What follows belongs to an exercise in optimizing a design on an open flow for small area; a production flow would make more cautious choices.
Only simulation tests tie the RTL to the original design; equivalence was not proved.
Power and IR drop assume default switching activity.

==> flow/design.v <==
`timescale 1ns / 1ps
module flash_download_sequencer (
   input  logic        clock,
   input  logic        reset,
   input  logic        csr_valid,
   output logic        csr_ready,
   input  logic [2:0]  csr_index,
   input  logic [31:0] csr_data,
   input  logic        req_tvalid,
   output logic        req_tready,
   input  logic [31:0] req_tdata,   
   input  logic [10:0] req_tuser,   
   output logic        rsp_tvalid,
   input  logic        rsp_tready,
   output logic [71:0] rsp_tdata,
   output logic [2:0]  rsp_tuser    
);
   localparam logic [2:0] C_PROG    = 3'd0;
   localparam logic [2:0] C_UNL_OK  = 3'd1;
   localparam logic [2:0] C_UNL_BAD = 3'd2;
   localparam logic [2:0] C_SIZE    = 3'd3;
   localparam logic [2:0] C_XFER    = 3'd4;
   localparam logic [2:0] C_EXIT    = 3'd5;
   localparam logic [2:0] C_UNK     = 3'd6;
   localparam logic [2:0] S_IDLE = 3'd0;
   localparam logic [2:0] S_PROG = 3'd1;
   localparam logic [2:0] S_UNLK = 3'd2;
   localparam logic [2:0] S_DONE = 3'd3;
   localparam logic [2:0] S_EXIT = 3'd4;
   localparam logic [2:0] S_SZ0  = 3'd6;
   localparam logic [2:0] S_SZ1  = 3'd7;
   localparam logic [2:0] R_POS    = 3'b000;
   localparam logic [2:0] R_NEG    = 3'b001;
   localparam logic [2:0] R_NONE   = 3'b010;
   localparam logic [2:0] R_LAUNCH = 3'b011;
   localparam logic [2:0] R_WRITE  = 3'b100;
   logic [10:0] program_id, unlock_id, size_id, transfer_id, exit_id;
   logic [31:0] unlock_key, image_base;
   assign csr_ready = 1'b1;
   logic [31:0] cdata;
   logic [6:0]  cwe;
   assign cdata = csr_data & {32{~reset}};
   always_comb begin
      for (int i = 0; i < 7; i++) cwe[i] = reset | (csr_valid & (csr_index == 3'(i)));
   end
   always_ff @(posedge clock) begin
      if (cwe[0]) program_id  <= {cdata[10:1], cdata[0] | reset};
      if (cwe[1]) unlock_id   <= {cdata[10:2], cdata[1] | reset, cdata[0]};
      if (cwe[2]) size_id     <= {cdata[10:2], cdata[1] | reset, cdata[0] | reset};
      if (cwe[3]) transfer_id <= {cdata[10:3], cdata[2] | reset, cdata[1:0]};
      if (cwe[4]) exit_id     <= {cdata[10:3], cdata[2] | reset, cdata[1], cdata[0] | reset};
      if (cwe[5]) unlock_key  <= cdata;
      if (cwe[6]) image_base  <= cdata;
   end
   logic [2:0] push_code;
   always_comb begin
      if (req_tuser == program_id)       push_code = C_PROG;
      else if (req_tuser == unlock_id)   push_code = (req_tdata == unlock_key) ? C_UNL_OK
                                                                               : C_UNL_BAD;
      else if (req_tuser == size_id)     push_code = C_SIZE;
      else if (req_tuser == transfer_id) push_code = C_XFER;
      else if (req_tuser == exit_id)     push_code = C_EXIT;
      else                               push_code = C_UNK;
   end
   logic [31:0] q_data [4];
   logic [2:0]  q_code [4];
   logic [1:0]  wr_ptr, rd_ptr;
   logic        q_full;
   logic        q_empty;
   logic        push, pop;
   assign q_empty    = (wr_ptr == rd_ptr) & ~q_full;
   assign req_tready = ~q_full;
   assign push       = req_tvalid & ~q_full;
   always_ff @(posedge clock) begin
      if (reset) begin
         wr_ptr <= '0;
         rd_ptr <= '0;
         q_full <= 1'b0;
      end else begin
         if (push) wr_ptr <= wr_ptr + 2'd1;
         if (pop)  rd_ptr <= rd_ptr + 2'd1;
         if (push & ~pop)      q_full <= (wr_ptr + 2'd1 == rd_ptr);
         else if (pop & ~push) q_full <= 1'b0;
      end
   end
   always_ff @(posedge clock) begin
      if (push) begin
         q_data[wr_ptr] <= req_tdata;
         q_code[wr_ptr] <= push_code;
      end
   end
   logic [31:0] h_data;
   logic [2:0]  h_code;
   logic [3:0]  rd_sel;
   always_comb begin
      for (int i = 0; i < 4; i++) rd_sel[i] = (rd_ptr == 2'(i));
      h_data = '0;
      h_code = '0;
      for (int i = 0; i < 4; i++) begin
         h_data = h_data | (q_data[i] & {32{rd_sel[i]}});
         h_code = h_code | (q_code[i] & {3{rd_sel[i]}});
      end
   end
   logic [2:0]  stage;
   logic [31:0] addr_q;      
   logic [7:0]  wip;         
   logic [29:0] rem_n;       
   logic        rem_nz;      
   logic        r_valid;
   logic [2:0]  r_code;
   logic [31:0] r_data;
   logic        exec;
   logic        sized;
   logic        last;
   assign exec  = ~q_empty & (~r_valid | rsp_tready);
   assign pop   = exec;
   assign sized = (stage[2:1] == 2'b11);
   assign last  = (&rem_n) | ((rem_n == ~30'd1) & ~rem_nz);
   logic [29:0] addr_inc;
   logic [29:0] rem_dec;     
   logic [7:0]  wip_inc;
   always_comb begin
      logic c;
      logic [5:0] blk_a, blk_r;
      for (int b = 0; b < 6; b++) begin
         blk_a[b] = &addr_q[b*5+2 +: 5];
         blk_r[b] = &rem_n[b*5 +: 5];
      end
      for (int b = 0; b < 6; b++) begin
         c = stage[0];
         for (int j = 0; j < b; j++) c = c & blk_a[j];
         for (int i = b*5; i < b*5+5; i++) begin
            addr_inc[i] = addr_q[i+2] ^ c;
            c             = addr_q[i+2] & c;
         end
         c = 1'b1;
         for (int j = 0; j < b; j++) c = c & blk_r[j];
         for (int i = b*5; i < b*5+5; i++) begin
            rem_dec[i] = rem_n[i] ^ c;
            c          = rem_n[i] & c;
         end
      end
      c = 1'b1;
      for (int i = 0; i < 8; i++) begin
         wip_inc[i] = wip[i] ^ c;
         c          = wip[i] & c;
      end
   end
   always_ff @(posedge clock) begin
      if (reset) begin
         stage   <= S_IDLE;
         r_valid <= 1'b0;
      end else begin
         if (exec | rsp_tready) r_valid <= exec;
         if (exec) begin
            case (h_code)
               C_PROG:    stage <= (stage == S_IDLE) ? S_PROG : S_IDLE;
               C_UNL_OK:  stage <= (stage == S_PROG) ? S_UNLK : S_IDLE;
               C_UNL_BAD: stage <= S_IDLE;
               C_SIZE:    if (stage == S_UNLK) stage <= S_SZ0;
               C_XFER:    if (sized) stage <= last ? S_DONE : S_SZ1;
               C_EXIT:    if (stage == S_DONE) stage <= S_EXIT;
               default: ;
            endcase
         end
      end
   end
   always_ff @(posedge clock) begin
      if (exec) begin
         r_code <= R_NEG;
         r_data <= '0;
         case (h_code)
            C_PROG: begin
               if (stage == S_IDLE) begin
                  r_code <= R_POS;
                  addr_q <= image_base;
                  wip    <= '0;
               end
            end
            C_UNL_OK: begin
               if (stage == S_PROG) r_code <= R_POS;
            end
            C_SIZE: begin
               if (stage == S_UNLK) begin
                  r_code <= R_POS;
                  rem_n  <= ~h_data[31:2];
                  rem_nz <= |h_data[1:0];
               end
            end
            C_XFER: begin
               if (sized) begin
                  r_code <= {R_WRITE[2:1], &wip};
                  r_data <= h_data;
                  addr_q <= {addr_inc, addr_q[1:0]};
                  wip    <= wip_inc;
                  rem_n  <= rem_dec;
               end
            end
            C_EXIT: begin
               if (stage == S_DONE) r_code <= R_LAUNCH;
            end
            C_UNL_BAD: ;
            default: r_code <= R_NONE;
         endcase
      end
   end
   logic r_wv;
   assign r_wv = r_code[2];
   assign rsp_tvalid = r_valid;
   assign rsp_tdata  = {6'b0,
                        ~r_wv & r_code[1] & r_code[0],           
                        r_wv & r_code[0],                        
                        r_data,
                        addr_q & {32{r_wv}}};
   assign rsp_tuser  = {r_wv,
                        ~r_wv & r_code[1] & ~r_code[0],          
                        ~r_wv & ~r_code[1] & r_code[0]};         
endmodule
Settings: LEC_CHECK=0, CAP_MARGIN=5, CORE_MARGIN=2, CORE_UTILIZATION=72, PLACE_DENSITY=0.85, SLEW_MARGIN=5; clock period 4.0 ns.
standard.sh (not shown) runs the stock make flow with config.mk's settings and CLKGATE_MAP_FILE= SYNTH_SCRIPT=/design/flow/synth_recipe.tcl, a recipe that flattens the netlist after the stock synthesis.
==> flow/flow/run.sh <==
#!/bin/bash
# Standard ORFS layout with two changes: the port buffers use the smallest
# buffer cell, and clock tree synthesis inserts no dummy loads and uses
# clkbuf_8 with larger sink clusters.
set -euo pipefail
export BUFFER_PORTS_ARGS="-buffer_cell sky130_fd_sc_hd__buf_1"
export CTS_ARGS="-sink_clustering_enable -repair_clock_nets -dont_use_dummy_load -buf_list sky130_fd_sc_hd__clkbuf_8 -sink_clustering_size 18 -sink_clustering_max_diameter 70"
bash standard.sh > standard_flow.log 2>&1
The baseline finished clean.
Change:
--- a/flow/flow/run.sh
+++ b/flow/flow/run.sh
@@ -2 +2 @@
-# Standard ORFS layout with two changes: the port buffers use the smallest
+# Standard ORFS layout (the standard.sh) with two changes: the port buffers use the smallest
@@ -7,0 +8,2 @@
+# The make output of the whole layout goes to standard_flow.log; ORFS keeps
+# each step's own log under orfs/logs/.
Outcome: The changed run went through all stages and came out clean. Sequential share of layout area is unchanged. Global-route usage is unchanged. Die area is unchanged. Setup slack stays the same. Non-clock buffer count is unchanged. Clock-buffer cell count stays the same. Routed wire length does not change.
Change:
==> flow/flow/run.sh (replaced) <==
#!/bin/bash
# Standard ORFS layout with two changes: the port buffers use the smallest
# buffer cell, and clock tree synthesis inserts no dummy loads and uses
# clkbuf_8 with larger sink clusters.
set -euo pipefail
export BUFFER_PORTS_ARGS="-buffer_cell sky130_fd_sc_hd__buf_1"
export CTS_ARGS="-sink_clustering_enable -repair_clock_nets -dont_use_dummy_load -buf_list sky130_fd_sc_hd__clkbuf_8 -sink_clustering_size 20 -sink_clustering_max_diameter 60"
bash standard.sh > standard_flow.log 2>&1
Effect:
- The changed run produced a clean layout
- final cell count is about the same
- clock skew came out higher by 0.012 ns
- combinational power stays flat
- die area stays the same
- via count came out lower by 0.48%
- total power stays flat

==> port drivers added, routing unchanged <==
Ports are ideal in the flow. The routed layouts listed here were re-timed in OpenROAD.
Step 1 (the two cells are an assumption about what drives the block):
set clk [get_ports {clock}]
set_driving_cell -lib_cell sky130_fd_sc_hd__clkbuf_16 $clk
set_driving_cell -lib_cell sky130_fd_sc_hd__buf_2 [delete_from_list [all_inputs] $clk]
Step 2 adds t to the input delays and takes it off the output delays; t is the mean of the earliest and latest rising clock arrival at the registers after step 1. Input paths then give back, and output paths get back, about the clock's delay inside the block.
Three values: no drivers, after step 1, after step 2; two values: the first two.
run	t, ns	setup slack, ns	worst setup path after step 2
the first run	0.609	0.693 / 0.693 / 0.693	register to register
the second run	0.609	0.693 / 0.693 / 0.693	register to register
the third run	0.597	0.662 / 0.662 / 0.662	register to register
After both steps every run listed still meets setup and hold.
